Context: an optimization exercise on an open-source flow, tuned for small area, a short achievable clock period and few clock cycles per item. The choices shown serve that exercise and are no tape-out recipe. Function was not checked in any run shown here: the RTL went through the layout flow alone.

==> flow/design.v (outline; a module is shown in full before it is edited, if it fits) <==
// module idct_1d_serial: 2568 lines
// module idct_add: 9 lines
// module idct_pix: 26 lines
module idct_1d_serial #(
    parameter int OFFSET = 0
) (
    input  logic        clk,
    input  logic        rst,
    input  logic [95:0] coef_in,
    input  logic        in_valid,
    output logic        in_ready,
    output logic [63:0] pix_out,
    output logic        out_valid,
    input  logic        out_ready
);
  // ...
==> flow/flow/run.sh <==
#!/bin/bash
# Standard ORFS layout with one extra step between synthesis and floorplan:
# fixinv.py cancels the inverters that Yosys's adder extraction leaves between full-adder
# cells (a full adder is self-dual, so flipping its polarity is a pure rewiring).
# flow/make_vars.txt, if present, lists extra ORFS make variables (one per line), e.g. the
# setup slack margin repair_timing aims for.  Every tool's output goes to its own log file.
set -euo pipefail
WORK=$(pwd)
RES=$WORK/orfs/results/${FLOW_PLATFORM}/idct_1d_serial/base
EXTRA=()
if [[ -f flow/make_vars.txt ]]; then
  while IFS= read -r line; do
    [[ -n "$line" ]] && EXTRA+=("$line")
  done < flow/make_vars.txt
fi
bash standard.sh ${EXTRA[@]+"${EXTRA[@]}"} "$RES/1_2_yosys.v" > "$WORK/synth.log" 2>&1
cp "$RES/1_2_yosys.v" "$WORK/1_2_yosys.orig.v"
python3 flow/fixinv.py "$WORK/1_2_yosys.orig.v" "$RES/1_2_yosys.v" > "$WORK/fixinv.log" 2>&1
bash standard.sh ${EXTRA[@]+"${EXTRA[@]}"} finish > "$WORK/layout.log" 2>&1
==> flow/flow/fixinv.py <==
#!/usr/bin/env python3
"""Cancel inverters around full-adder cells in a Yosys gate netlist.

A full adder is self-dual: FA(~a,~b,~c) = (~sum, ~cout).  Yosys's extract_fa picks
polarities cell by cell, which leaves inverters between adders.  This pass flips adders
(connects the complements of their inputs and complements their outputs) whenever that
lowers the number of inverters, then writes the netlist back.  The logic is unchanged.
usage: fixinv.py in.v out.v
"""
import re
import sys

OUTPINS = {'X', 'Y', 'Q', 'Q_N', 'SUM', 'COUT', 'HI', 'LO'}
INV = 'sky130_fd_sc_hd__inv_1'


def is_inv(t):
    return re.fullmatch(r'sky130_fd_sc_hd__(clk)?inv_\d+', t) is not None


def is_fa(t):
    return re.fullmatch(r'sky130_fd_sc_hd__fa_\d+', t) is not None


def main(src, dst):
    text = open(src).read()
    m = re.search(r'^(module .*?;\n)(.*?)^endmodule', text, re.S | re.M)
    head_mod, body = m.group(1), m.group(2)
    pre, post = text[:m.start()], text[m.end():]
    cell_re = re.compile(r'^  (sky130_fd_sc_hd__\w+) (\S+) \((.*?)\);\n', re.S | re.M)
    decls = []
    cells = {}
    order = []
    pos = 0
    for cm in cell_re.finditer(body):
        decls.append(body[pos:cm.start()])
        pos = cm.end()
        typ, name, pins = cm.group(1), cm.group(2), cm.group(3)
        pm = {}
        for p, n in re.findall(r'\.(\w+)\(((?:[^()])*)\)', pins):
            pm[p] = n.strip()
        cells[name] = [typ, pm]
        order.append(name)
    rest = body[pos:]
    if rest.strip():
        # assigns or other statements: keep them, but treat their nets as fixed
        pass
    declstr = ''.join(decls)
    outports = set()
    for om in re.finditer(r'^\s*output\s+(\[(\d+):(\d+)\]\s+)?(\S+?)\s*;', head_mod + declstr, re.M):
        if om.group(1):
            hi, lo = int(om.group(2)), int(om.group(3))
            for i in range(min(hi, lo), max(hi, lo) + 1):
                outports.add(f"{om.group(4)}[{i}]")
        else:
            outports.add(om.group(4))
    fixed = set(re.findall(r'[\\\w$\[\]\.]+', rest)) if rest.strip() else set()

    drv = {}
    loads = {}

    def add_load(n, c, p):
        loads.setdefault(n, set()).add((c, p))

    for c in order:
        typ, pm = cells[c]
        for p, n in pm.items():
            if p in OUTPINS:
                drv[n] = (c, p)
            else:
                add_load(n, c, p)
    for n in outports:
        add_load(n, '$PORT', n)

    cnt = [0]

    def newnet():
        cnt[0] += 1
        return f"_fixinv_{cnt[0]}_"

    def newinv(a):
        cnt[0] += 1
        c = f"_fixinvc_{cnt[0]}_"
        y = newnet()
        cells[c] = [INV, {'A': a, 'Y': y}]
        order.append(c)
        drv[y] = (c, 'Y')
        add_load(a, c, 'A')
        return c, y

    def inv_driver(n):
        d = drv.get(n)
        if d and d[0] in cells and is_inv(cells[d[0]][0]):
            return d[0]
        return None

    def inv_load(n):
        for c, p in loads.get(n, ()):
            if c != '$PORT' and c in cells and is_inv(cells[c][0]):
                return c
        return None

    def connect(c, p, n):
        old = cells[c][1][p]
        loads[old].discard((c, p))
        cells[c][1][p] = n
        add_load(n, c, p)

    def remove_cell(c):
        typ, pm = cells.pop(c)
        for p, n in pm.items():
            if p in OUTPINS:
                drv.pop(n, None)
            else:
                loads[n].discard((c, p))

    def gain(f):
        """inverters saved by flipping f (estimate)"""
        typ, pm = cells[f]
        g = 0
        for p in ('A', 'B', 'CIN'):
            n = pm[p]
            I = inv_driver(n)
            if I is not None:
                if len(loads[n]) == 1 and cells[I][1]['Y'] not in outports:
                    g += 1
            elif inv_load(n) is None:
                g -= 1
        for p in ('SUM', 'COUT'):
            o = pm[p]
            ls = loads.get(o, set())
            invs = [c for c, q in ls if c != '$PORT' and is_inv(cells[c][0])
                    and cells[c][1]['Y'] not in outports and cells[c][1]['Y'] not in fixed]
            others = len(ls) - len(invs)
            g += len(invs)
            if others:
                g -= 1
        return g

    def flip(f):
        typ, pm = cells[f]
        for p in ('A', 'B', 'CIN'):
            n = pm[p]
            I = inv_driver(n)
            if I is not None:
                connect(f, p, cells[I][1]['A'])
                if not loads[n] and n not in outports:
                    remove_cell(I)
            else:
                J = inv_load(n)
                y = cells[J][1]['Y'] if J else newinv(n)[1]
                connect(f, p, y)
        for p in ('SUM', 'COUT'):
            o = pm[p]
            o2 = newnet()
            drv.pop(o, None)
            cells[f][1][p] = o2
            drv[o2] = (f, p)
            ls = list(loads.get(o, set()))
            for c, q in ls:
                if c != '$PORT' and is_inv(cells[c][0]):
                    y = cells[c][1]['Y']
                    if y in outports or y in fixed:
                        continue
                    for c2, q2 in list(loads.get(y, set())):
                        connect(c2, q2, o2)
                    remove_cell(c)
            if loads.get(o):
                # remaining loads need the old polarity: o = ~o2
                cnt[0] += 1
                c = f"_fixinvc_{cnt[0]}_"
                cells[c] = [INV, {'A': o2, 'Y': o}]
                order.append(c)
                drv[o] = (c, 'Y')
                add_load(o2, c, 'A')

    def ninv():
        return sum(1 for c in cells if is_inv(cells[c][0]))

    before = ninv()
    fas = [c for c in order if is_fa(cells[c][0])]
    for it in range(20):
        changed = 0
        for f in fas:
            if gain(f) > 0:
                k0 = ninv()
                flip(f)
                changed += 1
        if not changed:
            break
    # half adders whose outputs are only used inverted, or whose inputs both come from
    # inverters, become two plain gates that absorb those inverters
    AREA = {'xor2': 8.7584, 'xnor2': 8.7584, 'and2': 6.256, 'nand2': 3.7536,
            'nor2': 3.7536, 'or2': 6.256}
    OUTPIN = {'xor2': 'X', 'xnor2': 'Y', 'and2': 'X', 'nand2': 'Y', 'nor2': 'Y', 'or2': 'X'}
    INVERSE = {'xor2': 'xnor2', 'xnor2': 'xor2', 'and2': 'nand2', 'nand2': 'and2',
               'nor2': 'or2', 'or2': 'nor2'}
    nha = 0
    has = [c for c in order if c in cells and re.fullmatch(r'sky130_fd_sc_hd__ha_1', cells[c][0])]
    for h in has:
        pm = cells[h][1]
        na, nb, ns, nc = pm['A'], pm['B'], pm['SUM'], pm['COUT']
        Ia, Ib = inv_driver(na), inv_driver(nb)
        use_src = Ia is not None and Ib is not None and Ia != Ib
        if use_src:
            ia, ib = cells[Ia][1]['A'], cells[Ib][1]['A']
            sfun, cfun = 'xor2', 'nor2'
        else:
            ia, ib = na, nb
            sfun, cfun = 'xor2', 'and2'
        plan = []
        saved = 12.512
        for net, fun in ((ns, sfun), (nc, cfun)):
            ls = loads.get(net, set())
            invs = [c for c, q in ls if c != '$PORT' and is_inv(cells[c][0])
                    and cells[c][1]['Y'] not in outports and cells[c][1]['Y'] not in fixed]
            if ls and len(invs) == len(ls):
                plan.append((net, INVERSE[fun], invs))
                saved += 3.7536 * len(invs)
                saved -= AREA[INVERSE[fun]]
            else:
                plan.append((net, fun, []))
                saved -= AREA[fun]
        if use_src:
            for I, n in ((Ia, na), (Ib, nb)):
                if len(loads[n]) == 1 and cells[I][1]['Y'] not in outports:
                    saved += 3.7536
        if saved <= 0.01:
            continue
        remove_cell(h)
        for net, fun, invs in plan:
            cnt[0] += 1
            c = f"_fixinvc_{cnt[0]}_"
            if invs:
                out = cells[invs[0]][1]['Y']
                for I in invs:
                    y = cells[I][1]['Y']
                    remove_cell(I)
                    if y != out:
                        for c2, q2 in list(loads.get(y, set())):
                            connect(c2, q2, out)
            else:
                out = net
            cells[c] = ['sky130_fd_sc_hd__' + fun + '_1', {'A': ia, 'B': ib, OUTPIN[fun]: out}]
            order.append(c)
            drv[out] = (c, OUTPIN[fun])
            add_load(ia, c, 'A')
            add_load(ib, c, 'B')
        if use_src:
            for I, n in ((Ia, na), (Ib, nb)):
                if I in cells and not loads.get(n) and n not in outports:
                    remove_cell(I)
        nha += 1
    print(f"fixinv: half adders split into gates: {nha}", file=sys.stderr)

    # merge inverters that share an input
    byin = {}
    for c in list(order):
        if c in cells and is_inv(cells[c][0]):
            a, y = cells[c][1]['A'], cells[c][1]['Y']
            if y in outports or y in fixed:
                continue
            if a in byin:
                keep = byin[a]
                ky = cells[keep][1]['Y']
                for c2, q2 in list(loads.get(y, set())):
                    connect(c2, q2, ky)
                remove_cell(c)
            else:
                byin[a] = c
    # drop inverters with no loads
    for c in list(order):
        if c in cells and is_inv(cells[c][0]):
            y = cells[c][1]['Y']
            if not loads.get(y) and y not in outports and y not in fixed:
                remove_cell(c)
    after = ninv()
    print(f"fixinv: inverters {before} -> {after}", file=sys.stderr)

    newnets = set()
    for c in order:
        if c in cells:
            for n in cells[c][1].values():
                if n.startswith('_fixinv_'):
                    newnets.add(n)
    out = [pre, head_mod, declstr]
    for n in sorted(newnets):
        out.append(f"  wire {n};\n")
    for c in order:
        if c not in cells:
            continue
        typ, pm = cells[c]
        pins = ',\n'.join(f"    .{p}({n}{' ' if n.startswith(chr(92)) else ''})" for p, n in pm.items())
        out.append(f"  {typ} {c} (\n{pins}\n  );\n")
    out.append(rest)
    out.append('endmodule')
    out.append(post)
    open(dst, 'w').write(''.join(out))


if __name__ == '__main__':
    main(sys.argv[1], sys.argv[2])
==> flow/flow/make_vars.txt <==
SETUP_SLACK_MARGIN=6.3
BUFFER_PORTS_ARGS=-buffer_cell sky130_fd_sc_hd__buf_1
==> flow/standard.sh <==
#!/bin/bash
# synth_recipe.tcl (not shown) runs the flow's synth.tcl, then flattens the netlist and writes it again
# the make line also repeats each setting of config.mk as NAME=value (left out here)
make -C /OpenROAD-flow-scripts/flow DESIGN_CONFIG=/design/flow/config.mk WORK_HOME=/design/flow/orfs CLKGATE_MAP_FILE= SYNTH_SCRIPT=/design/flow/synth_recipe.tcl "${@:-finish}"
==> flow/config.mk <==
export PLATFORM = sky130hd
export DESIGN_NAME = idct_1d_serial
export DESIGN_NICKNAME = idct_1d_serial
export VERILOG_FILES = /design/flow/design.v
export SDC_FILE = /design/flow/constraint.sdc
export NUM_CORES = 4
export LEC_CHECK = 0
export ABC_CLOCK_PERIOD_IN_PS = 3000
export CAP_MARGIN = 20
export CORE_MARGIN = 2
export CORE_UTILIZATION = 40
export CTS_BUF_LIST = sky130_fd_sc_hd__clkbuf_8
export SLEW_MARGIN = 20
export SYNTH_HIERARCHICAL = 1
export SYNTH_MINIMUM_KEEP_SIZE = 0
==> flow/constraint.sdc <==
create_clock -name core_clock -period 11.0 [get_ports {clk}]
set_input_delay 2.2000 -clock core_clock [delete_from_list [all_inputs] [get_ports {clk}]]
set_output_delay 2.2000 -clock core_clock [all_outputs]
set_load 0.01 [all_outputs]
==> run_results.csv, run 1 <==
group,metric,value,unit
critical_path,r2r-end,"eo0_q[24]$_DFFE_PP_",
layout,nNetsFinal,5274,
layout,antenna_cells,6,
die,die_w,328,um
timing,hold_viol,0,
worst_hold_path,hold_path.startpoint,"v_q[1]$_DFFE_PP0P_",
layout,fin_util,45.1,%
routing,met1Wirelength,51800,um
critical_path,path_cells,"buf_2, buf_1",
layout,syn2layout_area_growth,12.2,%
critical_path,cp_slowest_cell,"buf_1",
timing,max_freq,0.213,GHz
clocking,cts.sinks,348,
place,hpwl,95700,um
timing,fin_ws,6310,ps
layout,regMostFlops,"pix_q",
critical_path,rr_worst_depth,11,
routing,vias,31400,
clocking,clk_pin_slew,50,ps
status,outcome,"no timing/DRC/antenna violations",
critical_path,critPathBufInv,2,
timing,skew,35.9,ps
layout,fin_cells,5666,
worst_hold_path,worstHoldPathType,"reg2reg",
routing,vias_per_cell,5.54,
layout,clk_share,2.84,%
grt,grt_pass1_vias,31300,
clocking,root_buffer,"clkbuf_8",
layout,inverters,399,
synthesis,avgSynthCellArea,11.0,um2
layout,multi_input_area,30200,um2
clocking,clock_latency,730,ps
layout,drive_gt1_share,9.60,%
die,coreArea,105000,um2
timing,relSlewSlack,24.9,%
clocking,cts-htree-levels,3,
==> inputs of run 2 (changes only) <==
--- a/flow/design.v
+++ b/flow/design.v
@@ -1484,17 +1484,17 @@
     assign fs171 = fc138 ^ fs139 ^ fs111;
     assign fc172 = (fc138 & fs139) | (fc138 & fs111) | (fs139 & fs111);
     assign fs173 = fc140 ^ fs141 ^ x6m3_q[12];
     assign fc174 = (fc140 & fs141) | (fc140 & x6m3_q[12]) | (fs141 & x6m3_q[12]);
     assign fs175 = fc142 ^ fs143 ^ x2_q[10];
     assign fc176 = (fc142 & fs143) | (fc142 & x2_q[10]) | (fs143 & x2_q[10]);
     assign fs177 = ~x2_q[11] ^ fc144 ^ s_q[12];
     assign fc178 = (~x2_q[11] & fc144) | (~x2_q[11] & s_q[12]) | (fc144 & s_q[12]);
-    idct_add #(.W(20)) u_add1 (.a({1'b1, fc178, fc176, fc174, fc172, fc170, fc168, fc166, ~fc164, ~fc162, ~fc160, fc158, fc156, fc154, ~fc152, fc150, fc148, hc146, ~x2_q[0], x2_q[0]}), .b({1'b0, ~s_q[12], fs177, fs175, fs173, fs171, fs169, fs167, fs165, ~fs163, ~fs161, ~fs159, fs157, fs155, fs153, ~fs151, fs149, fs147, ~hs145, s_q[0]}), .s(e179));
+    assign e179 = {1'b1, fc178, fc176, fc174, fc172, fc170, fc168, fc166, ~fc164, ~fc162, ~fc160, fc158, fc156, fc154, ~fc152, fc150, fc148, hc146, ~x2_q[0], x2_q[0]} + {1'b0, ~s_q[12], fs177, fs175, fs173, fs171, fs169, fs167, fs165, ~fs163, ~fs161, ~fs159, fs157, fs155, fs153, ~fs151, fs149, fs147, ~hs145, s_q[0]};
     assign hs180 = d_q[5] ^ d_q[3];
     assign hc181 = d_q[5] & d_q[3];
     assign fs182 = ~x6_q[0] ^ d_q[6] ^ d_q[4];
     assign fc183 = (~x6_q[0] & d_q[6]) | (~x6_q[0] & d_q[4]) | (d_q[6] & d_q[4]);
     assign hs184 = d_q[3] ^ d_q[1];
     assign hc185 = d_q[3] & d_q[1];
     assign fs186 = x6_q[1] ^ d_q[7];
     assign fc187 = ~x6_q[1] | d_q[7];
@@ -1637,17 +1637,17 @@
     assign fs324 = fc293 ^ fs294 ^ ~fs266;
     assign fc325 = (fc293 & fs294) | (fc293 & ~fs266) | (fs294 & ~fs266);
     assign fs326 = fc295 ^ fs296 ^ ~x2m3_q[12];
     assign fc327 = (fc295 & fs296) | (fc295 & ~x2m3_q[12]) | (fs296 & ~x2m3_q[12]);
     assign fs328 = fc297 ^ fs298 ^ ~d_q[11];
     assign fc329 = (fc297 & fs298) | (fc297 & ~d_q[11]) | (fs298 & ~d_q[11]);
     assign fs330 = ~fc299 ^ d_q[12] ^ x6_q[11];
     assign fc331 = (~fc299 & d_q[12]) | (~fc299 & x6_q[11]) | (d_q[12] & x6_q[11]);
-    idct_add #(.W(20)) u_add2 (.a({1'b1, fc331, ~fc329, ~fc327, ~fc325, fc323, fc321, fc319, fc317, fc315, fc313, fc311, fc309, fc307, fc305, fc303, hc301, hs300, d_q[1], d_q[0]}), .b({1'b0, ~d_q[12], fs330, ~fs328, ~fs326, ~fs324, fs322, fs320, fs318, fs316, fs314, fs312, fs310, fs308, fs306, fs304, fs302, x6_q[0], x6_q[1], x6_q[0]}), .s(e332));
+    assign e332 = {1'b1, fc331, ~fc329, ~fc327, ~fc325, fc323, fc321, fc319, fc317, fc315, fc313, fc311, fc309, fc307, fc305, fc303, hc301, hs300, d_q[1], d_q[0]} + {1'b0, ~d_q[12], fs330, ~fs328, ~fs326, ~fs324, fs322, fs320, fs318, fs316, fs314, fs312, fs310, fs308, fs306, fs304, fs302, x6_q[0], x6_q[1], x6_q[0]};
     assign hs333 = x2m3_q[1] ^ x6_q[4];
     assign hc334 = x2m3_q[1] | x6_q[4];
     assign fs335 = x2m3_q[2] ^ x6_q[5] ^ x6_q[3];
     assign fc336 = (x2m3_q[2] & x6_q[5]) | (x2m3_q[2] & x6_q[3]) | (x6_q[5] & x6_q[3]);
     assign fs337 = x2m3_q[3] ^ x6_q[6];
     assign fc338 = x2m3_q[3] & x6_q[6];
     assign fs339 = ~x6_q[4] ^ d_q[6] ^ d_q[4];
     assign fc340 = (~x6_q[4] & d_q[6]) | (~x6_q[4] & d_q[4]) | (d_q[6] & d_q[4]);
@@ -1788,17 +1788,17 @@
     assign fs475 = fc442 ^ fs443 ^ fs415;
     assign fc476 = (fc442 & fs443) | (fc442 & fs415) | (fs443 & fs415);
     assign fs477 = ~fs445 ^ fc444 ^ x6_q[9];
     assign fc478 = (~fs445 & fc444) | (~fs445 & x6_q[9]) | (fc444 & x6_q[9]);
     assign fs479 = ~fc446 ^ fs447 ^ x6_q[10];
     assign fc480 = (~fc446 & fs447) | (~fc446 & x6_q[10]) | (fs447 & x6_q[10]);
     assign fs481 = ~x6_q[11] ^ fc448 ^ d_q[12];
     assign fc482 = (~x6_q[11] & fc448) | (~x6_q[11] & d_q[12]) | (fc448 & d_q[12]);
-    idct_add #(.W(20)) u_add3 (.a({1'b1, fc482, fc480, fc478, fc476, fc474, ~fc472, ~fc470, ~fc468, ~fc466, ~fc464, ~fc462, ~fc460, ~fc458, ~fc456, fc454, fc452, hc450, ~x6_q[0], x6_q[0]}), .b({1'b0, ~d_q[12], fs481, fs479, fs477, fs475, fs473, ~fs471, ~fs469, ~fs467, ~fs465, ~fs463, ~fs461, ~fs459, ~fs457, ~fs455, fs453, fs451, ~hs449, d_q[0]}), .s(e483));
+    assign e483 = {1'b1, fc482, fc480, fc478, fc476, fc474, ~fc472, ~fc470, ~fc468, ~fc466, ~fc464, ~fc462, ~fc460, ~fc458, ~fc456, fc454, fc452, hc450, ~x6_q[0], x6_q[0]} + {1'b0, ~d_q[12], fs481, fs479, fs477, fs475, fs473, ~fs471, ~fs469, ~fs467, ~fs465, ~fs463, ~fs461, ~fs459, ~fs457, ~fs455, fs453, fs451, ~hs449, d_q[0]};
     assign hs484 = x6m3_q[1] ^ s_q[4];
     assign hc485 = ~x6m3_q[1] & s_q[4];
     assign fs486 = ~x6m3_q[2] ^ s_q[5] ^ s_q[3];
     assign fc487 = (~x6m3_q[2] & s_q[5]) | (~x6m3_q[2] & s_q[3]) | (s_q[5] & s_q[3]);
     assign fs488 = x2_q[0] ^ x6m3_q[3] ^ ~s_q[6];
     assign fc489 = (x2_q[0] & x6m3_q[3]) | (x2_q[0] & ~s_q[6]) | (x6m3_q[3] & ~s_q[6]);
     assign hs490 = s_q[4] ^ s_q[3];
     assign hc491 = s_q[4] & s_q[3];
@@ -1943,17 +1943,17 @@
     assign fs630 = fc599 ^ fs600 ^ ~fs572;
     assign fc631 = (fc599 & fs600) | (fc599 & ~fs572) | (fs600 & ~fs572);
     assign fs632 = fc601 ^ fs602 ^ ~s_q[10];
     assign fc633 = (fc601 & fs602) | (fc601 & ~s_q[10]) | (fs602 & ~s_q[10]);
     assign fs634 = fc603 ^ fs604 ^ ~x6m3_q[13];
     assign fc635 = (fc603 & fs604) | (fc603 & ~x6m3_q[13]) | (fs604 & ~x6m3_q[13]);
     assign fs636 = ~fc605 ^ s_q[12] ^ x2_q[11];
     assign fc637 = (~fc605 & s_q[12]) | (~fc605 & x2_q[11]) | (s_q[12] & x2_q[11]);
-    idct_add #(.W(20)) u_add4 (.a({1'b1, fc637, ~fc635, ~fc633, ~fc631, ~fc629, ~fc627, ~fc625, ~fc623, ~fc621, fc619, fc617, fc615, fc613, fc611, fc609, hc607, hs606, s_q[1], s_q[0]}), .b({1'b0, ~s_q[12], fs636, ~fs634, ~fs632, ~fs630, ~fs628, ~fs626, ~fs624, ~fs622, ~fs620, fs618, fs616, fs614, fs612, fs610, fs608, x2_q[0], x2_q[1], x2_q[0]}), .s(e638));
+    assign e638 = {1'b1, fc637, ~fc635, ~fc633, ~fc631, ~fc629, ~fc627, ~fc625, ~fc623, ~fc621, fc619, fc617, fc615, fc613, fc611, fc609, hc607, hs606, s_q[1], s_q[0]} + {1'b0, ~s_q[12], fs636, ~fs634, ~fs632, ~fs630, ~fs628, ~fs626, ~fs624, ~fs622, ~fs620, fs618, fs616, fs614, fs612, fs610, fs608, x2_q[0], x2_q[1], x2_q[0]};
     assign hs639 = x1_q[5] ^ x3_q[5];
     assign hc640 = ~x1_q[5] & x3_q[5];
     assign fs641 = ~x1_q[6] ^ x1_q[0] ^ x3_q[6];
     assign fc642 = (~x1_q[6] & x1_q[0]) | (~x1_q[6] & x3_q[6]) | (x1_q[0] & x3_q[6]);
     assign hs643 = x3_q[4] ^ x3m3_q[2];
     assign hc644 = x3_q[4] & x3m3_q[2];
     assign fs645 = ~x1_q[7] ^ x1_q[1] ^ x3_q[7];
     assign fc646 = (~x1_q[7] & x1_q[1]) | (~x1_q[7] & x3_q[7]) | (x1_q[1] & x3_q[7]);
@@ -2092,17 +2092,17 @@
     assign fs779 = fc746 ^ fs747 ^ fs719;
     assign fc780 = (fc746 & fs747) | (fc746 & fs719) | (fs747 & fs719);
     assign fs781 = fc748 ^ fs749 ^ x5_q[10];
     assign fc782 = (fc748 & fs749) | (fc748 & x5_q[10]) | (fs749 & x5_q[10]);
     assign fs783 = fc750 ^ fs751 ^ x3m3_q[12];
     assign fc784 = (fc750 & fs751) | (fc750 & x3m3_q[12]) | (fs751 & x3m3_q[12]);
     assign fs785 = ~x3m3_q[13] ^ fc752 ^ x1_q[11];
     assign fc786 = (~x3m3_q[13] & fc752) | (~x3m3_q[13] & x1_q[11]) | (fc752 & x1_q[11]);
-    idct_add #(.W(20)) u_add5 (.a({1'b1, fc786, fc784, fc782, fc780, fc778, fc776, fc774, fc772, fc770, fc768, fc766, fc764, fc762, fc760, fc758, fc756, hc754, ~x1_q[0], x1_q[0]}), .b({1'b0, ~x1_q[11], fs785, fs783, fs781, fs779, fs777, fs775, fs773, fs771, fs769, fs767, fs765, fs763, fs761, fs759, fs757, fs755, ~hs753, x3_q[0]}), .s(o787));
+    assign o787 = {1'b1, fc786, fc784, fc782, fc780, fc778, fc776, fc774, fc772, fc770, fc768, fc766, fc764, fc762, fc760, fc758, fc756, hc754, ~x1_q[0], x1_q[0]} + {1'b0, ~x1_q[11], fs785, fs783, fs781, fs779, fs777, fs775, fs773, fs771, fs769, fs767, fs765, fs763, fs761, fs759, fs757, fs755, ~hs753, x3_q[0]};
     assign fs788 = x3m3_q[3] ^ x7_q[3];
     assign fc789 = x3m3_q[3] & x7_q[3];
     assign fs790 = x3m3_q[4] ^ x5_q[0];
     assign fc791 = x3m3_q[4] & x5_q[0];
     assign fs792 = x7_q[4] ^ x7_q[1] ^ ~x1_q[6];
     assign fc793 = (x7_q[4] & x7_q[1]) | (x7_q[4] & ~x1_q[6]) | (x7_q[1] & ~x1_q[6]);
     assign fs794 = x3m3_q[5] ^ x5_q[1] ^ x7_q[5];
     assign fc795 = (x3m3_q[5] & x5_q[1]) | (x3m3_q[5] & x7_q[5]) | (x5_q[1] & x7_q[5]);
@@ -2241,17 +2241,17 @@
     assign fs928 = fc897 ^ fs898 ^ ~fc867;
     assign fc929 = (fc897 & fs898) | (fc897 & ~fc867) | (fs898 & ~fc867);
     assign fs930 = fc899 ^ fs900 ^ ~x3m3_q[13];
     assign fc931 = (fc899 & fs900) | (fc899 & ~x3m3_q[13]) | (fs900 & ~x3m3_q[13]);
     assign fs932 = fc901 ^ fs902 ^ ~x7_q[11];
     assign fc933 = (fc901 & fs902) | (fc901 & ~x7_q[11]) | (fs902 & ~x7_q[11]);
     assign fs934 = ~fc903 ^ x1m3_q[13] ^ x5_q[11];
     assign fc935 = (~fc903 & x1m3_q[13]) | (~fc903 & x5_q[11]) | (x1m3_q[13] & x5_q[11]);
-    idct_add #(.W(20)) u_add6 (.a({1'b1, fc935, ~fc933, ~fc931, ~fc929, ~fc927, ~fc925, ~fc923, ~fc921, ~fc919, ~fc917, ~fc915, ~fc913, ~fc911, ~fc909, fc907, hc905, hs904, x1_q[1], x1_q[0]}), .b({1'b0, ~x1m3_q[13], fs934, ~fs932, ~fs930, ~fs928, ~fs926, ~fs924, ~fs922, ~fs920, ~fs918, ~fs916, ~fs914, ~fs912, ~fs910, ~fs908, fs906, x5_q[2], x5_q[1], x5_q[0]}), .s(o936));
+    assign o936 = {1'b1, fc935, ~fc933, ~fc931, ~fc929, ~fc927, ~fc925, ~fc923, ~fc921, ~fc919, ~fc917, ~fc915, ~fc913, ~fc911, ~fc909, fc907, hc905, hs904, x1_q[1], x1_q[0]} + {1'b0, ~x1m3_q[13], fs934, ~fs932, ~fs930, ~fs928, ~fs926, ~fs924, ~fs922, ~fs920, ~fs918, ~fs916, ~fs914, ~fs912, ~fs910, ~fs908, fs906, x5_q[2], x5_q[1], x5_q[0]};
     assign hs937 = x1_q[3] ^ x1_q[0];
     assign hc938 = x1_q[3] & x1_q[0];
     assign fs939 = x3_q[0] ^ x1_q[4];
     assign fc940 = ~x3_q[0] | x1_q[4];
     assign fs941 = x1_q[1] ^ x3_q[6] ^ x5m3_q[4];
     assign fc942 = (x1_q[1] & x3_q[6]) | (x1_q[1] & x5m3_q[4]) | (x3_q[6] & x5m3_q[4]);
     assign fs943 = ~x3_q[1] ^ x1_q[5] ^ x1_q[2];
     assign fc944 = (~x3_q[1] & x1_q[5]) | (~x3_q[1] & x1_q[2]) | (x1_q[5] & x1_q[2]);
@@ -2388,17 +2388,17 @@
     assign fs1075 = ~fs1045 ^ fc1044 ^ fs1017;
     assign fc1076 = (~fs1045 & fc1044) | (~fs1045 & fs1017) | (fc1044 & fs1017);
     assign fs1077 = fc1046 ^ fs1047 ^ ~x7m3_q[11];
     assign fc1078 = (fc1046 & fs1047) | (fc1046 & ~x7m3_q[11]) | (fs1047 & ~x7m3_q[11]);
     assign fs1079 = fc1048 ^ fs1049 ^ ~x7m3_q[12];
     assign fc1080 = (fc1048 & fs1049) | (fc1048 & ~x7m3_q[12]) | (fs1049 & ~x7m3_q[12]);
     assign fs1081 = ~fc1050 ^ x7m3_q[13] ^ x3_q[11];
     assign fc1082 = (~fc1050 & x7m3_q[13]) | (~fc1050 & x3_q[11]) | (x7m3_q[13] & x3_q[11]);
-    idct_add #(.W(20)) u_add7 (.a({1'b1, fc1082, ~fc1080, ~fc1078, fc1076, fc1074, fc1072, fc1070, fc1068, fc1066, fc1064, fc1062, fc1060, fc1058, fc1056, fc1054, hc1052, hs1051, x3_q[1], x3_q[0]}), .b({1'b0, ~x7m3_q[13], fs1081, ~fs1079, ~fs1077, fs1075, fs1073, fs1071, fs1069, fs1067, fs1065, fs1063, fs1061, fs1059, fs1057, fs1055, fs1053, x7_q[0], x7_q[1], x7_q[0]}), .s(o1083));
+    assign o1083 = {1'b1, fc1082, ~fc1080, ~fc1078, fc1076, fc1074, fc1072, fc1070, fc1068, fc1066, fc1064, fc1062, fc1060, fc1058, fc1056, fc1054, hc1052, hs1051, x3_q[1], x3_q[0]} + {1'b0, ~x7m3_q[13], fs1081, ~fs1079, ~fs1077, fs1075, fs1073, fs1071, fs1069, fs1067, fs1065, fs1063, fs1061, fs1059, fs1057, fs1055, fs1053, x7_q[0], x7_q[1], x7_q[0]};
     assign fs1084 = x3_q[3] ^ x3_q[0];
     assign fc1085 = x3_q[3] & x3_q[0];
     assign fs1086 = x3_q[4] ^ x3_q[1];
     assign fc1087 = x3_q[4] & x3_q[1];
     assign fs1088 = ~x7_q[0] ^ x1m3_q[4] ^ x5_q[6];
     assign fc1089 = (~x7_q[0] & x1m3_q[4]) | (~x7_q[0] & x5_q[6]) | (x1m3_q[4] & x5_q[6]);
     assign fs1090 = x3_q[5] ^ x3_q[2] ^ x7_q[1];
     assign fc1091 = (x3_q[5] & x3_q[2]) | (x3_q[5] & x7_q[1]) | (x3_q[2] & x7_q[1]);
@@ -2535,37 +2535,37 @@
     assign fs1222 = fc1191 ^ fs1192 ^ ~fs1164;
     assign fc1223 = (fc1191 & fs1192) | (fc1191 & ~fs1164) | (fs1192 & ~fs1164);
     assign fs1224 = fc1193 ^ fs1194 ^ ~x5m3_q[11];
     assign fc1225 = (fc1193 & fs1194) | (fc1193 & ~x5m3_q[11]) | (fs1194 & ~x5m3_q[11]);
     assign fs1226 = fc1195 ^ fs1196 ^ ~x5m3_q[12];
     assign fc1227 = (fc1195 & fs1196) | (fc1195 & ~x5m3_q[12]) | (fs1196 & ~x5m3_q[12]);
     assign fs1228 = ~fc1197 ^ x5m3_q[13] ^ x7_q[11];
     assign fc1229 = (~fc1197 & x5m3_q[13]) | (~fc1197 & x7_q[11]) | (x5m3_q[13] & x7_q[11]);
-    idct_add #(.W(20)) u_add8 (.a({1'b1, fc1229, ~fc1227, ~fc1225, ~fc1223, ~fc1221, ~fc1219, ~fc1217, ~fc1215, ~fc1213, ~fc1211, fc1209, fc1207, fc1205, fc1203, fc1201, hc1199, hs1198, x5_q[1], x5_q[0]}), .b({1'b0, ~x5m3_q[13], fs1228, ~fs1226, ~fs1224, ~fs1222, ~fs1220, ~fs1218, ~fs1216, ~fs1214, ~fs1212, ~fs1210, fs1208, fs1206, fs1204, fs1202, fs1200, x7_q[2], x7_q[1], x7_q[0]}), .s(o1230));
+    assign o1230 = {1'b1, fc1229, ~fc1227, ~fc1225, ~fc1223, ~fc1221, ~fc1219, ~fc1217, ~fc1215, ~fc1213, ~fc1211, fc1209, fc1207, fc1205, fc1203, fc1201, hc1199, hs1198, x5_q[1], x5_q[0]} + {1'b0, ~x5m3_q[13], fs1228, ~fs1226, ~fs1224, ~fs1222, ~fs1220, ~fs1218, ~fs1216, ~fs1214, ~fs1212, ~fs1210, fs1208, fs1206, fs1204, fs1202, fs1200, x7_q[2], x7_q[1], x7_q[0]};
     assign cy1231 = ({1'b0, {e179[6], e179[5], e179[4], e179[3], e179[2], e179[1], e179[0]}} + {1'b0, {o787[6], o787[5], o787[4], o787[3], o787[2], o787[1], o787[0]}}) >> 7;
     assign bw1232 = {e179[6], e179[5], e179[4], e179[3], e179[2], e179[1], e179[0]} < {o787[6], o787[5], o787[4], o787[3], o787[2], o787[1], o787[0]};
     assign cy1233 = ({1'b0, {e332[6], e332[5], e332[4], e332[3], e332[2], e332[1], e332[0]}} + {1'b0, {o936[6], o936[5], o936[4], o936[3], o936[2], o936[1], o936[0]}}) >> 7;
     assign bw1234 = {e332[6], e332[5], e332[4], e332[3], e332[2], e332[1], e332[0]} < {o936[6], o936[5], o936[4], o936[3], o936[2], o936[1], o936[0]};
     assign cy1235 = ({1'b0, {e483[6], e483[5], e483[4], e483[3], e483[2], e483[1], e483[0]}} + {1'b0, {o1083[6], o1083[5], o1083[4], o1083[3], o1083[2], o1083[1], o1083[0]}}) >> 7;
     assign bw1236 = {e483[6], e483[5], e483[4], e483[3], e483[2], e483[1], e483[0]} < {o1083[6], o1083[5], o1083[4], o1083[3], o1083[2], o1083[1], o1083[0]};
     assign cy1237 = ({1'b0, {e638[6], e638[5], e638[4], e638[3], e638[2], e638[1], e638[0]}} + {1'b0, {o1230[6], o1230[5], o1230[4], o1230[3], o1230[2], o1230[1], o1230[0]}}) >> 7;
     assign bw1238 = {e638[6], e638[5], e638[4], e638[3], e638[2], e638[1], e638[0]} < {o1230[6], o1230[5], o1230[4], o1230[3], o1230[2], o1230[1], o1230[0]};
     always_ff @(posedge clk) if (en) eo0_q <= {bw1232, cy1231, o787[19], o787[18], o787[17], o787[16], o787[15], o787[14], o787[13], o787[12], o787[11], o787[10], o787[9], o787[8], o787[7], e179[19], e179[18], e179[17], e179[16], e179[15], e179[14], e179[13], e179[12], e179[11], e179[10], e179[9], e179[8], e179[7]};
     always_ff @(posedge clk) if (en) eo1_q <= {bw1234, cy1233, o936[19], o936[18], o936[17], o936[16], o936[15], o936[14], o936[13], o936[12], o936[11], o936[10], o936[9], o936[8], o936[7], e332[19], e332[18], e332[17], e332[16], e332[15], e332[14], e332[13], e332[12], e332[11], e332[10], e332[9], e332[8], e332[7]};
     always_ff @(posedge clk) if (en) eo2_q <= {bw1236, cy1235, o1083[19], o1083[18], o1083[17], o1083[16], o1083[15], o1083[14], o1083[13], o1083[12], o1083[11], o1083[10], o1083[9], o1083[8], o1083[7], e483[19], e483[18], e483[17], e483[16], e483[15], e483[14], e483[13], e483[12], e483[11], e483[10], e483[9], e483[8], e483[7]};
     always_ff @(posedge clk) if (en) eo3_q <= {bw1238, cy1237, o1230[19], o1230[18], o1230[17], o1230[16], o1230[15], o1230[14], o1230[13], o1230[12], o1230[11], o1230[10], o1230[9], o1230[8], o1230[7], e638[19], e638[18], e638[17], e638[16], e638[15], e638[14], e638[13], e638[12], e638[11], e638[10], e638[9], e638[8], e638[7]};
-    idct_pix #(.OFFSET(OFFSET)) u_pix9 (.eh({eo0_q[12], eo0_q[11], eo0_q[10], eo0_q[9], eo0_q[8], eo0_q[7], eo0_q[6], eo0_q[5], eo0_q[4], eo0_q[3], eo0_q[2], eo0_q[1], eo0_q[0]}), .oh({eo0_q[25], eo0_q[24], eo0_q[23], eo0_q[22], eo0_q[21], eo0_q[20], eo0_q[19], eo0_q[18], eo0_q[17], eo0_q[16], eo0_q[15], eo0_q[14], eo0_q[13]}), .cin(eo0_q[26]), .p(pix0_1239));
-    idct_pix #(.OFFSET(OFFSET)) u_pix10 (.eh({eo0_q[12], eo0_q[11], eo0_q[10], eo0_q[9], eo0_q[8], eo0_q[7], eo0_q[6], eo0_q[5], eo0_q[4], eo0_q[3], eo0_q[2], eo0_q[1], eo0_q[0]}), .oh({~eo0_q[25], ~eo0_q[24], ~eo0_q[23], ~eo0_q[22], ~eo0_q[21], ~eo0_q[20], ~eo0_q[19], ~eo0_q[18], ~eo0_q[17], ~eo0_q[16], ~eo0_q[15], ~eo0_q[14], ~eo0_q[13]}), .cin(~eo0_q[27]), .p(pix7_1240));
-    idct_pix #(.OFFSET(OFFSET)) u_pix11 (.eh({eo1_q[12], eo1_q[11], eo1_q[10], eo1_q[9], eo1_q[8], eo1_q[7], eo1_q[6], eo1_q[5], eo1_q[4], eo1_q[3], eo1_q[2], eo1_q[1], eo1_q[0]}), .oh({eo1_q[25], eo1_q[24], eo1_q[23], eo1_q[22], eo1_q[21], eo1_q[20], eo1_q[19], eo1_q[18], eo1_q[17], eo1_q[16], eo1_q[15], eo1_q[14], eo1_q[13]}), .cin(eo1_q[26]), .p(pix1_1241));
-    idct_pix #(.OFFSET(OFFSET)) u_pix12 (.eh({eo1_q[12], eo1_q[11], eo1_q[10], eo1_q[9], eo1_q[8], eo1_q[7], eo1_q[6], eo1_q[5], eo1_q[4], eo1_q[3], eo1_q[2], eo1_q[1], eo1_q[0]}), .oh({~eo1_q[25], ~eo1_q[24], ~eo1_q[23], ~eo1_q[22], ~eo1_q[21], ~eo1_q[20], ~eo1_q[19], ~eo1_q[18], ~eo1_q[17], ~eo1_q[16], ~eo1_q[15], ~eo1_q[14], ~eo1_q[13]}), .cin(~eo1_q[27]), .p(pix6_1242));
-    idct_pix #(.OFFSET(OFFSET)) u_pix13 (.eh({eo2_q[12], eo2_q[11], eo2_q[10], eo2_q[9], eo2_q[8], eo2_q[7], eo2_q[6], eo2_q[5], eo2_q[4], eo2_q[3], eo2_q[2], eo2_q[1], eo2_q[0]}), .oh({eo2_q[25], eo2_q[24], eo2_q[23], eo2_q[22], eo2_q[21], eo2_q[20], eo2_q[19], eo2_q[18], eo2_q[17], eo2_q[16], eo2_q[15], eo2_q[14], eo2_q[13]}), .cin(eo2_q[26]), .p(pix2_1243));
-    idct_pix #(.OFFSET(OFFSET)) u_pix14 (.eh({eo2_q[12], eo2_q[11], eo2_q[10], eo2_q[9], eo2_q[8], eo2_q[7], eo2_q[6], eo2_q[5], eo2_q[4], eo2_q[3], eo2_q[2], eo2_q[1], eo2_q[0]}), .oh({~eo2_q[25], ~eo2_q[24], ~eo2_q[23], ~eo2_q[22], ~eo2_q[21], ~eo2_q[20], ~eo2_q[19], ~eo2_q[18], ~eo2_q[17], ~eo2_q[16], ~eo2_q[15], ~eo2_q[14], ~eo2_q[13]}), .cin(~eo2_q[27]), .p(pix5_1244));
-    idct_pix #(.OFFSET(OFFSET)) u_pix15 (.eh({eo3_q[12], eo3_q[11], eo3_q[10], eo3_q[9], eo3_q[8], eo3_q[7], eo3_q[6], eo3_q[5], eo3_q[4], eo3_q[3], eo3_q[2], eo3_q[1], eo3_q[0]}), .oh({eo3_q[25], eo3_q[24], eo3_q[23], eo3_q[22], eo3_q[21], eo3_q[20], eo3_q[19], eo3_q[18], eo3_q[17], eo3_q[16], eo3_q[15], eo3_q[14], eo3_q[13]}), .cin(eo3_q[26]), .p(pix3_1245));
-    idct_pix #(.OFFSET(OFFSET)) u_pix16 (.eh({eo3_q[12], eo3_q[11], eo3_q[10], eo3_q[9], eo3_q[8], eo3_q[7], eo3_q[6], eo3_q[5], eo3_q[4], eo3_q[3], eo3_q[2], eo3_q[1], eo3_q[0]}), .oh({~eo3_q[25], ~eo3_q[24], ~eo3_q[23], ~eo3_q[22], ~eo3_q[21], ~eo3_q[20], ~eo3_q[19], ~eo3_q[18], ~eo3_q[17], ~eo3_q[16], ~eo3_q[15], ~eo3_q[14], ~eo3_q[13]}), .cin(~eo3_q[27]), .p(pix4_1246));
+    idct_pix #(.OFFSET(OFFSET)) u_pix1 (.eh({eo0_q[12], eo0_q[11], eo0_q[10], eo0_q[9], eo0_q[8], eo0_q[7], eo0_q[6], eo0_q[5], eo0_q[4], eo0_q[3], eo0_q[2], eo0_q[1], eo0_q[0]}), .oh({eo0_q[25], eo0_q[24], eo0_q[23], eo0_q[22], eo0_q[21], eo0_q[20], eo0_q[19], eo0_q[18], eo0_q[17], eo0_q[16], eo0_q[15], eo0_q[14], eo0_q[13]}), .cin(eo0_q[26]), .p(pix0_1239));
+    idct_pix #(.OFFSET(OFFSET)) u_pix2 (.eh({eo0_q[12], eo0_q[11], eo0_q[10], eo0_q[9], eo0_q[8], eo0_q[7], eo0_q[6], eo0_q[5], eo0_q[4], eo0_q[3], eo0_q[2], eo0_q[1], eo0_q[0]}), .oh({~eo0_q[25], ~eo0_q[24], ~eo0_q[23], ~eo0_q[22], ~eo0_q[21], ~eo0_q[20], ~eo0_q[19], ~eo0_q[18], ~eo0_q[17], ~eo0_q[16], ~eo0_q[15], ~eo0_q[14], ~eo0_q[13]}), .cin(~eo0_q[27]), .p(pix7_1240));
+    idct_pix #(.OFFSET(OFFSET)) u_pix3 (.eh({eo1_q[12], eo1_q[11], eo1_q[10], eo1_q[9], eo1_q[8], eo1_q[7], eo1_q[6], eo1_q[5], eo1_q[4], eo1_q[3], eo1_q[2], eo1_q[1], eo1_q[0]}), .oh({eo1_q[25], eo1_q[24], eo1_q[23], eo1_q[22], eo1_q[21], eo1_q[20], eo1_q[19], eo1_q[18], eo1_q[17], eo1_q[16], eo1_q[15], eo1_q[14], eo1_q[13]}), .cin(eo1_q[26]), .p(pix1_1241));
+    idct_pix #(.OFFSET(OFFSET)) u_pix4 (.eh({eo1_q[12], eo1_q[11], eo1_q[10], eo1_q[9], eo1_q[8], eo1_q[7], eo1_q[6], eo1_q[5], eo1_q[4], eo1_q[3], eo1_q[2], eo1_q[1], eo1_q[0]}), .oh({~eo1_q[25], ~eo1_q[24], ~eo1_q[23], ~eo1_q[22], ~eo1_q[21], ~eo1_q[20], ~eo1_q[19], ~eo1_q[18], ~eo1_q[17], ~eo1_q[16], ~eo1_q[15], ~eo1_q[14], ~eo1_q[13]}), .cin(~eo1_q[27]), .p(pix6_1242));
+    idct_pix #(.OFFSET(OFFSET)) u_pix5 (.eh({eo2_q[12], eo2_q[11], eo2_q[10], eo2_q[9], eo2_q[8], eo2_q[7], eo2_q[6], eo2_q[5], eo2_q[4], eo2_q[3], eo2_q[2], eo2_q[1], eo2_q[0]}), .oh({eo2_q[25], eo2_q[24], eo2_q[23], eo2_q[22], eo2_q[21], eo2_q[20], eo2_q[19], eo2_q[18], eo2_q[17], eo2_q[16], eo2_q[15], eo2_q[14], eo2_q[13]}), .cin(eo2_q[26]), .p(pix2_1243));
+    idct_pix #(.OFFSET(OFFSET)) u_pix6 (.eh({eo2_q[12], eo2_q[11], eo2_q[10], eo2_q[9], eo2_q[8], eo2_q[7], eo2_q[6], eo2_q[5], eo2_q[4], eo2_q[3], eo2_q[2], eo2_q[1], eo2_q[0]}), .oh({~eo2_q[25], ~eo2_q[24], ~eo2_q[23], ~eo2_q[22], ~eo2_q[21], ~eo2_q[20], ~eo2_q[19], ~eo2_q[18], ~eo2_q[17], ~eo2_q[16], ~eo2_q[15], ~eo2_q[14], ~eo2_q[13]}), .cin(~eo2_q[27]), .p(pix5_1244));
+    idct_pix #(.OFFSET(OFFSET)) u_pix7 (.eh({eo3_q[12], eo3_q[11], eo3_q[10], eo3_q[9], eo3_q[8], eo3_q[7], eo3_q[6], eo3_q[5], eo3_q[4], eo3_q[3], eo3_q[2], eo3_q[1], eo3_q[0]}), .oh({eo3_q[25], eo3_q[24], eo3_q[23], eo3_q[22], eo3_q[21], eo3_q[20], eo3_q[19], eo3_q[18], eo3_q[17], eo3_q[16], eo3_q[15], eo3_q[14], eo3_q[13]}), .cin(eo3_q[26]), .p(pix3_1245));
+    idct_pix #(.OFFSET(OFFSET)) u_pix8 (.eh({eo3_q[12], eo3_q[11], eo3_q[10], eo3_q[9], eo3_q[8], eo3_q[7], eo3_q[6], eo3_q[5], eo3_q[4], eo3_q[3], eo3_q[2], eo3_q[1], eo3_q[0]}), .oh({~eo3_q[25], ~eo3_q[24], ~eo3_q[23], ~eo3_q[22], ~eo3_q[21], ~eo3_q[20], ~eo3_q[19], ~eo3_q[18], ~eo3_q[17], ~eo3_q[16], ~eo3_q[15], ~eo3_q[14], ~eo3_q[13]}), .cin(~eo3_q[27]), .p(pix4_1246));
     assign pix = {pix0_1239, pix1_1241, pix2_1243, pix3_1245, pix4_1246, pix5_1244, pix6_1242, pix7_1240};
     logic [63:0] pix_q;
     always_ff @(posedge clk) if (en) pix_q <= pix;
     assign pix_out = pix_q;
 endmodule
 module idct_add #(
     parameter int W = 20
 ) (
==> run_results.csv, run 2 <==
group,metric,value,unit
critical_path,critPathBufInv,2,
grt,grtUsageTotal,22.8,%
grt,grt_max_degree,155,
routing,vias,29700,
routing,first_pass_iters,5,
layout,largest_reg_flops,64,
place,placed_cells,5127,
die,ios,166,
timing,finalCritPeriodShare,42.4,%
layout,drive_gt1_share,9.80,%
clocking,clock_latency,680,ps
routing,vias_per_cell,5.48,
clocking,cts_buffers,68,
routing,avgRoutedWirePerCell,21.9,um
critical_path,crit_required,8800,ps
synthesis,ys_warn_count,8,
clocking,clockBufferDepth,3,
timing,fin_crit,4670,ps
critical_path,path_class,"in2out",
clocking,clk_pin_slew,60,ps
clocking,cts.sinks,348,
layout,syn2layout_area_growth,12.8,%
grt,grt_pass1_vias,29800,
layout,regMostFlops,"pix_q",
grt,antenna_found_initial,6,
die,coreArea,100000,um2
clocking,root_buffer,"clkbuf_8",
layout,fillers,9487,
critical_path,path_cells,"buf_2, clkbuf_2",
die,die_area,104000,um2
synthesis,avgSynthCellArea,11.2,um2
critical_path,critPathLaunchType,"input port",
layout,layout_common_cells,"fa_1 (533), ha_1 (408), inv_1 (355)",
routing,initialDrtViolationCount,2071,
place,place_ws,5600,ps
clocking,cts-htree-levels,3,
timing,fin_ws,6330,ps
routing,drc_errors,0,
critical_path,crit_family,"buffers and inverters",
grt,grt_overflow,0,
critical_path,path_max_fanout,4,
place,port_buffers,165,
grt,grt_pass1_wl,180000,um
critical_path,cp_slowest_cell,"clkbuf_2",
layout,final_common_cell,"fa_1",
synthesis,synthCells,3616,
place,gp_congestion,0.966,
die,die_y,323,um
critical_path,crit_path_end_kind,"primary output",
timing,tns,0,ps
timing,slew_violations,0,
die,row_count,116,
place,hpwl,98500,um
timing,grt_setup_unrepaired,"yes",
routing,drt.antenna.violating_nets,0,
timing,tightest_slew,942,ps
worst_hold_path,worstHoldPathType,"reg2reg",
die,start_util,40.5,%
routing,postRouteWirelength,119000,um
timing,hold_viol,0,
timing,setup_viol,0,
timing,max_freq,0.214,GHz
job,maxCapViolCount,0,
synthesis,syn_area,40700,um2
critical_path,crit_arrival,2470,ps
timing,relSlewSlack,37.0,%
layout,fin_cells,5410,
critical_path,max_stage_delay,140,ps
clocking,cts_tree,"yes",
clocking,hold_buffers,0,
timing,skew,45.3,ps
status,outcome,"no timing/DRC/antenna violations",
die,die_w,323,um
layout,nNetsFinal,5057,
==> run 2: worst paths after layout <==
path / start / end / slack [ps] / cells past startpoint
max in group asynchronous: rst / ovn_q$_DFFE_PP1P_ / 9430 / 2
min in group asynchronous: rst / v_q[0]$_DFFE_PP0P_ / 1360 / 2
worst min register to register: v_q[1]$_DFFE_PP0P_ / ovn_q$_DFFE_PP1P_ / 400 / 1
worst min-delay path: v_q[1]$_DFFE_PP0P_ / ovn_q$_DFFE_PP1P_ / 400 / 1
worst max-delay path: out_ready / in_ready / 6330 / 2
worst max register to register: s_q[3]$_DFFE_PP_ / eo0_q[2]$_DFFE_PP_ / 6390 / 12
==> run 2: per-layer routing <==
| metal | routed length (um) | vias up | global-route usage [%] |
|---|---|---|---|
| li1 | - | 13800 | - |
| met1 | 53500 | 14800 | 32.1 |
| met2 | 54200 | 909 | 36.2 |
| met3 | 7820 | 183 | 3.87 |
| met4 | 3060 | 10 | 6.46 |
| met5 | 57 | - | 0 |
==> run 2: worst reg2reg max path, stage by stage (launching register included) <==
cell and delay [ps]:
edfxtp_1 440, buf_4 190, fa_1 510, fa_1 580, fa_1 450, fa_1 470, ha_1 340, o21a_1 150
o21ai_2 60, a31oi_1 210, a21o_1 150, a21oi_1 80, xnor2_1 670
==> run 2: timing repair <==
action | CTS | global route
pin swaps | 0 | 11
setup buffers | 53 | 110
endpoints found under the setup margin | 51 | 57
resized for setup | 26 | 56
==> run 2: stage by stage <==
stage / cell area, um2 / hold WS (ps) / utilization (%)
finish: 45900 / 399 / 45.7
floorplan: 40700 / 363 / -
global placement: 42900 / 367 / 42.7
detailed placement: 42900 / 390 / 42.7
global route: 45900 / 416 / 45.7
CTS: 44700 / 398 / 44.5
==> run 2: cell type report <==
type                    instances  area, um2  share of cell area, %
flip-flops and latches        348      10400                   22.8
clock buffers                  73       1000                   2.19
clock inverters                46        337                  0.734
repair buffers                334       1920                   4.19
diodes                          1       2.50                0.00546
multi-input cells            2888      29100                   63.4
inverters                     363       1400                   3.04
well taps                    1357       1700                   3.70

-- what the ideal ports hide --
No port has a modelled driver above. Below, the same layouts with a new extraction and two added sets of constraints.
Step 1 sets driving cells, clkbuf_16 on the clock port and buf_2 on the other inputs (assumed; they add their load-dependent delay and slew).
Step 2, shift: input delay + t, output delay - t, t = (earliest + latest rising clock arrival at the registers) / 2. This alone moves slack from input paths to output paths.
a / b / c = no drivers / after step 1 / after step 2; a / b = the first two.
run | t, ns | setup slack, ns | worst hold slack (ns) | pins driven straight from the clock port
run 1 | 0.774 | 6.315 / 6.291 / 6.265 | 0.398 / 0.398 / 0.398 | 1
run 2 | 0.721 | 6.331 / 6.305 / 6.062 | 0.399 / 0.399 / 0.399 | 1
After both steps setup and hold are still met in every run listed. The setup slack of run 2, which loses most, moves by -0.026 ns with the drivers and by -0.269 ns with both steps.
